What follows belongs to an exercise in optimizing a design on an open flow for small area, a short achievable clock period and few clock cycles; a production flow would make more cautious choices.
The RTL was checked by simulation tests, not by an equivalence proof against the original design.
No activity file was given, so power comes from the tool's default toggle rates.

==> design.v <==
package rse_pkg;
	localparam int STACK_DEPTH = 64;
	localparam int WORD_W      = 32;
	localparam int SYM_W       = 8;
	localparam int CNT_W       = $clog2(STACK_DEPTH + 1);
	localparam logic [SYM_W-1:0] CH_PLUS  = 8'h2B;
	localparam logic [SYM_W-1:0] CH_MINUS = 8'h2D;
	localparam logic [SYM_W-1:0] CH_STAR  = 8'h2A;
	localparam logic [SYM_W-1:0] CH_SLASH = 8'h2F;
	localparam logic [SYM_W-1:0] CH_ZERO  = 8'h30;
	localparam logic [SYM_W-1:0] CH_NINE  = 8'h39;
endpackage
module rpn_stack_evaluator (
	input  logic                           clk,
	input  logic                           arst_n,
	input  logic                           s_tvalid,
	output logic                           s_tready,
	input  logic [rse_pkg::SYM_W-1:0]      s_tdata,    
	input  logic                           s_tlast,
	output logic                           m_tvalid,
	input  logic                           m_tready,
	output logic [rse_pkg::WORD_W-1:0]     m_tdata,    
	output logic                           m_tuser     
);
	localparam int W   = rse_pkg::WORD_W;
	localparam int D   = rse_pkg::STACK_DEPTH;
	localparam int CW  = rse_pkg::CNT_W;
	localparam int K   = 7;           
	localparam int R   = D - K;       
	localparam int PHW = 6;
	localparam logic [1:0] S_CH    = 2'd0;
	localparam logic [1:0] S_MUL   = 2'd1;
	localparam logic [1:0] S_DNORM = 2'd2;
	localparam logic [1:0] S_DIV   = 2'd3;
	localparam logic [1:0] C_HOLD = 2'd0;
	localparam logic [1:0] C_WR0  = 2'd1;    
	localparam logic [1:0] C_PUSH = 2'd2;    
	localparam logic [1:0] C_POP  = 2'd3;    
	localparam logic [2:0] V_ACC  = 3'd0;
	localparam logic [2:0] V_ALU  = 3'd1;
	localparam logic [2:0] V_MUL  = 3'd2;
	localparam logic [2:0] V_DIV  = 3'd3;
	localparam logic [2:0] V_ZERO = 3'd4;
	localparam logic [2:0] V_KEEP = 3'd5;
	function automatic logic [5:0] blen(input logic [W-1:0] x);
		blen = '0;
		for (int i = 0; i < W; i++) begin
			if (x[i]) begin
				blen = 6'(i + 1);
			end
		end
	endfunction
	logic          pv;
	logic          plast;
	logic          pdig;
	logic          pplus;
	logic          pminus;
	logic          pstar;
	logic          pslash;
	logic [3:0]    pdv;
	logic [CW-1:0] cnt;
	logic          in_num;
	logic          neg;
	logic          drop;
	logic          pend;
	logic          err;
	logic [1:0]    st;
	logic [W*K-1:0] tc;
	logic [W*R-1:0] ring;
	logic [PHW-1:0] ph;
	logic [W-1:0]  wm;
	logic [W-1:0]  wn;
	logic [W-1:0]  wz;
	logic          nb;
	logic          qs;
	logic [5:0]    itc;
	logic [W-1:0]  t0;
	logic [W-1:0]  t1;
	logic [W-1:0]  tk;
	logic [W-1:0]  rout;
	logic [W-1:0]  t0m;
	logic [W-1:0]  t1m;
	logic [CW-1:0] cnt_pop;
	logic          fill_ok;
	logic          spill_ok;
	logic          spill;
	logic          go;
	logic          consume;
	logic [1:0]    cop;
	logic [2:0]    vsel;
	logic          alu_sub;
	logic [CW-1:0] cnt_n;
	logic          in_num_n;
	logic          neg_n;
	logic          drop_n;
	logic          pend_n;
	logic          err_n;
	logic [1:0]    st_n;
	logic          mul_setup;
	logic          div_setup;
	logic          mul_step;
	logic          div_norm;
	logic          div_step;
	logic [W-1:0]  alu_res;
	logic [W-1:0]  acc_x;
	logic [W-1:0]  acc_d;
	logic [W-1:0]  acc_res;
	logic [W-1:0]  t0_new;
	logic [W-1:0]  mul_add;
	logic          mul_neg;
	logic [W-1:0]  mul_sum;
	logic          mul_done;
	logic [5:0]    la;
	logic [5:0]    lb;
	logic [W:0]    trial;
	logic          ge;
	logic [W-1:0]  qv;
	logic [W-1:0]  div_res;
	logic          mswap;
	assign t0      = tc[W-1:0];
	assign t1      = tc[2*W-1:W];
	assign tk      = tc[W*K-1:W*(K-1)];
	assign rout    = ring[W*R-1:W*(R-1)];
	assign t0m     = (cnt != '0) ? t0 : '0;
	assign t1m     = (cnt > CW'(1)) ? t1 : '0;
	assign cnt_pop = (cnt > CW'(1)) ? (cnt - CW'(1)) : CW'(1);
	assign fill_ok  = (cnt <= CW'(K)) || (ph == PHW'(cnt - CW'(K + 1)));
	assign spill_ok = (cnt < CW'(K)) || (ph == PHW'(cnt - CW'(K)));
	assign alu_res = t1m + (alu_sub ? ~t0m : t0m) + W'(alu_sub);
	assign acc_x   = in_num ? t0 : '0;
	assign acc_d   = (in_num ? neg : pend) ? (W'(0) - W'(pdv)) : W'(pdv);
	assign acc_res = (acc_x << 3) + (acc_x << 1) + acc_d;
	always_comb begin
		mul_add = '0;
		mul_neg = 1'b0;
		case ({wn[1:0], nb})
			3'b001, 3'b010: mul_add = wm;
			3'b011:         mul_add = {wm[W-2:0], 1'b0};
			3'b100: begin
				mul_add = {wm[W-2:0], 1'b0};
				mul_neg = 1'b1;
			end
			3'b101, 3'b110: begin
				mul_add = wm;
				mul_neg = 1'b1;
			end
			default: mul_add = '0;
		endcase
	end
	assign mul_sum  = wz + (mul_neg ? ~mul_add : mul_add) + W'(mul_neg);
	assign mul_done = (wn[W-1:2] == {(W-2){wn[1]}});
	assign mswap    = ((t1m ^ {W{t1m[W-1]}}) < (t0m ^ {W{t0m[W-1]}}));
	assign la      = blen(wn);
	assign lb      = blen(wm);
	assign trial   = {1'b0, wn} - {1'b0, wm};
	assign ge      = !trial[W];
	assign qv      = {wz[W-2:0], ge};
	assign div_res = qs ? (W'(0) - qv) : qv;
	always_comb begin
		case (vsel)
			V_ACC:   t0_new = acc_res;
			V_ALU:   t0_new = alu_res;
			V_MUL:   t0_new = mul_sum;
			V_DIV:   t0_new = div_res;
			V_ZERO:  t0_new = '0;
			default: t0_new = t0;
		endcase
	end
	always_comb begin
		go        = pv && !(plast && m_tvalid);
		consume   = 1'b0;
		cop       = C_HOLD;
		vsel      = V_KEEP;
		alu_sub   = 1'b0;
		cnt_n     = cnt;
		in_num_n  = in_num;
		neg_n     = neg;
		drop_n    = drop;
		pend_n    = pend;
		err_n     = err;
		st_n      = st;
		spill     = 1'b0;
		mul_setup = 1'b0;
		div_setup = 1'b0;
		mul_step  = 1'b0;
		div_norm  = 1'b0;
		div_step  = 1'b0;
		if (go) begin
			case (st)
				S_CH: begin
					if (pend && !pdig) begin
						if (fill_ok) begin
							cop     = C_POP;
							vsel    = V_ALU;
							alu_sub = 1'b1;
							cnt_n   = cnt_pop;
							pend_n  = 1'b0;
							if (!(pplus || pstar || pslash || (pminus && plast))) begin
								consume = 1'b1;
								pend_n  = pminus;
							end
						end
					end else if (pdig) begin
						if (in_num) begin
							if (!drop) begin
								cop  = C_WR0;
								vsel = V_ACC;
							end
							consume = 1'b1;
						end else if (cnt == CW'(D)) begin
							in_num_n = 1'b1;
							drop_n   = 1'b1;
							neg_n    = pend;
							pend_n   = 1'b0;
							consume  = 1'b1;
						end else if (spill_ok) begin
							cop      = C_PUSH;
							vsel     = V_ACC;
							spill    = (cnt >= CW'(K));
							cnt_n    = cnt + CW'(1);
							in_num_n = 1'b1;
							neg_n    = pend;
							pend_n   = 1'b0;
							consume  = 1'b1;
						end
					end else if (pminus && !plast) begin
						in_num_n = 1'b0;
						drop_n   = 1'b0;
						neg_n    = 1'b0;
						pend_n   = 1'b1;
						consume  = 1'b1;
					end else if (pplus || pminus || pstar || pslash) begin
						if (fill_ok) begin
							in_num_n = 1'b0;
							drop_n   = 1'b0;
							neg_n    = 1'b0;
							cnt_n    = cnt_pop;
							cop      = C_POP;
							if (pplus || pminus) begin
								vsel    = V_ALU;
								alu_sub = pminus;
								consume = 1'b1;
							end else if (pstar) begin
								mul_setup = 1'b1;
								st_n      = S_MUL;
							end else if (t0m == '0) begin
								vsel    = V_ZERO;
								err_n   = 1'b1;
								consume = 1'b1;
							end else begin
								div_setup = 1'b1;
								st_n      = S_DNORM;
							end
						end
					end else begin
						in_num_n = 1'b0;
						drop_n   = 1'b0;
						neg_n    = 1'b0;
						consume  = 1'b1;
					end
				end
				S_MUL: begin
					mul_step = 1'b1;
					if (mul_done) begin
						cop     = C_WR0;
						vsel    = V_MUL;
						consume = 1'b1;
						st_n    = S_CH;
					end
				end
				S_DNORM: begin
					if (la < lb) begin
						cop     = C_WR0;
						vsel    = V_ZERO;
						consume = 1'b1;
						st_n    = S_CH;
					end else begin
						div_norm = 1'b1;
						st_n     = S_DIV;
					end
				end
				default: begin
					div_step = 1'b1;
					if (itc == '0) begin
						cop     = C_WR0;
						vsel    = V_DIV;
						consume = 1'b1;
						st_n    = S_CH;
					end
				end
			endcase
		end
	end
	assign s_tready = !pv || consume;
	always_ff @(posedge clk) begin
		ring <= {ring[W*(R-1)-1:0], (spill ? tk : rout)};
		case (cop)
			C_WR0: tc[W-1:0] <= t0_new;
			C_PUSH: tc <= {tc[W*(K-1)-1:0], t0_new};
			C_POP: tc <= {rout, tc[W*K-1:2*W], t0_new};
			default: ;
		endcase
	end
	always_ff @(posedge clk) begin
		if (mul_setup) begin
			wm <= mswap ? t0m : t1m;
			wn <= mswap ? t1m : t0m;
			wz <= '0;
			nb <= 1'b0;
		end else if (mul_step) begin
			wm <= {wm[W-3:0], 2'b00};
			wn <= {{2{wn[W-1]}}, wn[W-1:2]};
			wz <= mul_sum;
			nb <= wn[1];
		end else if (div_setup) begin
			wn <= t1m[W-1] ? (W'(0) - t1m) : t1m;
			wm <= t0m[W-1] ? (W'(0) - t0m) : t0m;
			qs <= t1m[W-1] ^ t0m[W-1];
		end else if (div_norm) begin
			wm  <= wm << (la - lb);
			itc <= la - lb;
			wz  <= '0;
		end else if (div_step) begin
			if (ge) begin
				wn <= trial[W-1:0];
			end
			wm  <= {1'b0, wm[W-1:1]};
			wz  <= qv;
			itc <= itc - 6'd1;
		end
	end
	always_ff @(posedge clk or negedge arst_n) begin
		if (!arst_n) begin
			pv       <= 1'b0;
			plast    <= 1'b0;
			pdig     <= 1'b0;
			pplus    <= 1'b0;
			pminus   <= 1'b0;
			pstar    <= 1'b0;
			pslash   <= 1'b0;
			pdv      <= '0;
			cnt      <= '0;
			in_num   <= 1'b0;
			neg      <= 1'b0;
			drop     <= 1'b0;
			pend     <= 1'b0;
			err      <= 1'b0;
			st       <= S_CH;
			ph       <= '0;
			m_tvalid <= 1'b0;
			m_tdata  <= '0;
			m_tuser  <= 1'b0;
		end else begin
			ph <= (ph == PHW'(R - 1)) ? '0 : (ph + PHW'(1));
			if (s_tvalid && s_tready) begin
				pv     <= 1'b1;
				plast  <= s_tlast;
				pdig   <= (s_tdata >= rse_pkg::CH_ZERO) && (s_tdata <= rse_pkg::CH_NINE);
				pplus  <= (s_tdata == rse_pkg::CH_PLUS);
				pminus <= (s_tdata == rse_pkg::CH_MINUS);
				pstar  <= (s_tdata == rse_pkg::CH_STAR);
				pslash <= (s_tdata == rse_pkg::CH_SLASH);
				pdv    <= s_tdata[3:0];
			end else if (consume) begin
				pv <= 1'b0;
			end
			st <= st_n;
			if (consume && plast) begin
				m_tvalid <= 1'b1;
				m_tdata  <= (err_n || (cnt_n == '0)) ? '0 : t0_new;
				m_tuser  <= err_n;
				cnt      <= '0;
				in_num   <= 1'b0;
				neg      <= 1'b0;
				drop     <= 1'b0;
				pend     <= 1'b0;
				err      <= 1'b0;
			end else begin
				if (m_tready) begin
					m_tvalid <= 1'b0;
				end
				cnt    <= cnt_n;
				in_num <= in_num_n;
				neg    <= neg_n;
				drop   <= drop_n;
				pend   <= pend_n;
				err    <= err_n;
			end
		end
	end
endmodule
==> run.sh <==
#!/bin/bash
# synth_recipe.tcl (not shown) runs the flow's synth.tcl, then flattens the netlist and writes it again
# the make line also repeats each setting of config.mk as NAME=value (left out here)
make -C /OpenROAD-flow-scripts/flow DESIGN_CONFIG=/design/flow/config.mk WORK_HOME=/design/flow/orfs CLKGATE_MAP_FILE= SYNTH_SCRIPT=/design/flow/synth_recipe.tcl finish
==> config.mk <==
export PLATFORM = sky130hd
export DESIGN_NAME = rpn_stack_evaluator
export DESIGN_NICKNAME = rpn_stack_evaluator
export VERILOG_FILES = /design/flow/design.v
export SDC_FILE = /design/flow/constraint.sdc
export NUM_CORES = 4
export LEC_CHECK = 0
export CAP_MARGIN = 20
export CORE_MARGIN = 2
export CORE_UTILIZATION = 40
export SLEW_MARGIN = 20
==> constraint.sdc <==
create_clock -name core_clock -period 10.0 [get_ports {clk}]
set_input_delay 2.0000 -clock core_clock [delete_from_list [all_inputs] [get_ports {clk}]]
set_output_delay 2.0000 -clock core_clock [all_outputs]
set_load 0.01 [all_outputs]
==> results.cfg <==
[run_status]
status = no timing/DRC/antenna violations

[setup_path]
worst_setup_path_end_kind = primary output
cp-start-kind = flop
criticalPathCategory = reg -> out
arrival_ps = 6710
critPathMaxStageDelay_ps = 670
cp_cell_sequence = nor2_1, o311ai_0, a311oi_1, nor3_1, nor3_1, nor3_1, nor3_1, o31ai_1, a311oi_1, o311ai_0, and2_1, fa_1, nor2b_1, o31a_1, o21ai_0, buf_4, nand3_1, a31oi_1, nand2b_1, clkdlybuf4s50_1
path_common_cell = nor3_1
crit_path_top_delay_cell = edfxtp_1
path_buf_inv = 2
path_max_fanout = 11
cp_top_family = compound AO/OA/AOI/OAI gates
worstPathRequired_ps = 8000

[grt]
antenna_found_initial = 8
grt_pass1_vias = 41800
grt_first_pass_wirelength_mm = 269
grt_max_degree = 88
grt_use_total_pct = 19.5
grt_overflow_total = 0

[min_path]
hold_path_class = reg -> reg

[clocking]
ctsHoldBuffers = 0
cts_tree = done
cts_root_buf = clkbuf_16
clockBufferDepth = 3
cts.sinks = 2217
clkLatencyLatePin_ps = 870
cts_resized = 0
cts_setup_buffers = 0
ctsHtreeMaxLevel = 4
cts_made_buffers = 203
clk_pin_slew_worst_paths_ps = 70

[power]
internal-power_mw = 17.8
finalPower_mw = 28.9
power_density_nw_per_um2 = 354
p_comb_share_pct = 36.9
leakage_nw = 32.4
switching_power_mw = 11.1
ir_drop_v = 0.000327
swShare_pct = 38.3
pwr-share-seq_pct = 35.8
p_clk_share_pct = 27.3

[sta]
whs_ps = 284
hold_viol_final = 0
setup_tns_ps = 0
drv_slew = 0
fmax_ghz = 0.115
skew_ps = 112
min_period_over_period_pct = 87.1
layout_min_cycle_time_ps = 8710
max_slew_margin_pct = 23.6
rsz0062_at_grt = no
tightest_slew_ps = 1140
setup_violations = 0

[die]
dieWidth_um = 427
die_area_sq_um = 182000
boundaryPins = 48
fp.dieH_um = 427
coreArea_sq_um = 178000
start_util_pct = 40.2
rows = 155

[synth]
synth_top_area_share_pct = 51.9
yosysWarningCount = 1
netlist_instances = 5777
yosys.area_share.adder_pct = 3.93
yosysMostFrequentCell = dfxtp_1
synth-simple-area-share_pct = 7.40
synth.area.top_cells = dfxtp_1 (52%), edfxtp_1 (12%), mux2_2 (3.8%), ha_1 (3.0%), dfrtp_1 (2.3%)
synth_nets = 5995
syn_area_per_cell_sq_um = 12.4
async_reset_ff_share_pct = 2.93
netlist_area_sq_um = 71600
yosysTopAreaCell = dfxtp_1
yosysUniqueCellTypes = 95
synth-seq-cells = 2217
synthTopCellsByCount = dfxtp_1 (1857), nand2_1 (400), edfxtp_1 (295), o21ai_0 (281), nor2_1 (280)
synth_xor_area_share_pct = 4.17
seq_area_frac_synth_pct = 66.6
synth_compound_area_share_pct = 10.7
synthFlopType = dfxtp_1
synth_edf_count = 295
synth_top_family_by_area = compound AO/OA/AOI/OAI gates
muxShareOfSynthArea_pct = 4.96

[drt]
wirelength_mm = 180
ant_nets = 0
post_drt_wl_per_cell_um = 21.5
drc = 0
drt_iter0_markers = 4445
vias_per_cell = 5.21
vias = 43500
dr.pass1.iters = 9

[final_layout]
drive_above_1_share_pct = 12.8
nFillCells = 15900
area_growth_pct = 14.3
stdcell_count = 8348
nets = 6033
utilization_pct = 45.9

[placed_design]
place_inst = 7965
hpwlAfterDp_mm = 122
portBuffers = 47
gp_congestion = 0.981

[flow_run]
max_cap_violations = 0
final cells by class:
class	count	area, sq um	area share, %
inverters	129	484	0.592
diodes	6	15.0	0.0184
flip-flops and latches	2217	47700	58.3
clock buffers	281	5940	7.26
multi-input cells	3132	22500	27.5
clock inverters	96	1180	1.44
repair buffers	132	1120	1.36
well taps	2355	2950	3.60
final timing paths:
path	start	end	slack [ps]	cells past startpoint
worst max-delay path	wm[1]	s_tready	1290	20
worst min-delay path	ring[517]	ring[549]	280	0
worst max register to register	wm[1]	wm[2]	2880	25
worst min register to register	ring[517]	ring[549]	280	0
max in group asynchronous	arst_n	m_tdata[11]	7960	2
min in group asynchronous	arst_n	m_tvalid	1370	2
power groups by stage:
stage	sequential (mW)	combinational (mW)	clock (mW)
final	10.4	10.7	7.89
after global routing	10.4	11.4	8.47
after CTS	10.4	10.4	8.12
after detailed placement	10.5	10.4	0
after global placement	10.5	10.3	0
after floorplan	10.3	6.89	0
flip-flops by register name (all words and copies together) (netlist names), 2 cells and up:
name	count
tc	224
ring	1824
wz	32
wn	32
m_tdata	32
wm	32
cnt	7
pdv	4
st	2
itc	6
ph	6
cell usage in the layout, fill, tap and decap left out, types with 51 or more instances in the layout:
| cell type | netlist | final |
|---|---|---|
| clkbuf_16 | 0 | 213 |
| dfrtp_1 | 65 | 65 |
| mux2_2 | 239 | 239 |
| dfxtp_1 | 1857 | 1857 |
| nor3_1 | 67 | 66 |
| edfxtp_1 | 295 | 295 |
| buf_4 | 2 | 84 |
| o21ai_0 | 281 | 280 |
| nand3_1 | 89 | 88 |
| nor2_1 | 280 | 277 |
| a31oi_1 | 52 | 51 |
| nand2_1 | 400 | 396 |
| xor2_1 | 185 | 183 |
| inv_1 | 126 | 127 |
| a21oi_1 | 255 | 252 |
| ha_1 | 172 | 172 |
| a21o_1 | 71 | 71 |
| a22oi_1 | 70 | 70 |
| xnor2_1 | 153 | 151 |
routing by layer:
metal / vias up / part of all wire (%) / GRT usage [%]
met5: - / 0.030 / 0
met4: 8 / 4.7 / 9.16
met3: 391 / 7.3 / 4.07
met2: 1587 / 41 / 27.7
met1: 21100 / 47 / 28.2
li1: 20400 / - / -
logic make-up (layout without fill, tap and decap cells):
group | count (synthesis) | after routing
XOR/XNOR | 339 | 339
AO/OA/AOI/OAI | 1156 | 1156
AND/OR/NAND/NOR | 1132 | 1132
multiplexers | 300 | 300
other | 0 | 6
flip-flops | 2217 | 2217
adder cells (fa/ha/maj) | 205 | 205
buffers and inverters | 428 | 638
through the flow:
stage                     cell area, sq um  setup slack [ps]
after detailed placement             74700              2190
final                                81800              1290
after floorplan                      71600               723
after global routing                 81800               951
after CTS                            81800              1210
after global placement               74700              2140
Testbench counts, summed over its fixed seeds: cycles 47,668.

## what the ideal ports hide
In the flow no input, the clock included, has a driving cell. The finished layout below was timed again as built, in two steps. Step 1 (the two cells are an assumption about what drives the block):
set clk [get_ports {clk}]
set_driving_cell -lib_cell sky130_fd_sc_hd__clkbuf_16 $clk
set_driving_cell -lib_cell sky130_fd_sc_hd__buf_2 [delete_from_list [all_inputs] $clk]
Step 2 adds t to the input delays and takes it off the output delays; t is the mean of the earliest and latest rising clock arrival at the registers after step 1. Input paths then give back, and output paths get back, about the clock's delay inside the block. Slacks: ideal ports / drivers / drivers and shift; pairs: ideal ports / drivers.
t (ns): 0.900
setup slack, ns: 1.292 / 1.207 / 2.107
hold WS [ns]: 0.284 / 0.284 / 0.284
latest minus earliest clock arrival (ns): 0.113 / 0.112
worst slew at a driven data input, ns: 0.04
After both steps this run still meets setup and hold. For this run, drivers alone change the setup slack by -0.085 ns; drivers and shift together by +0.815 ns.
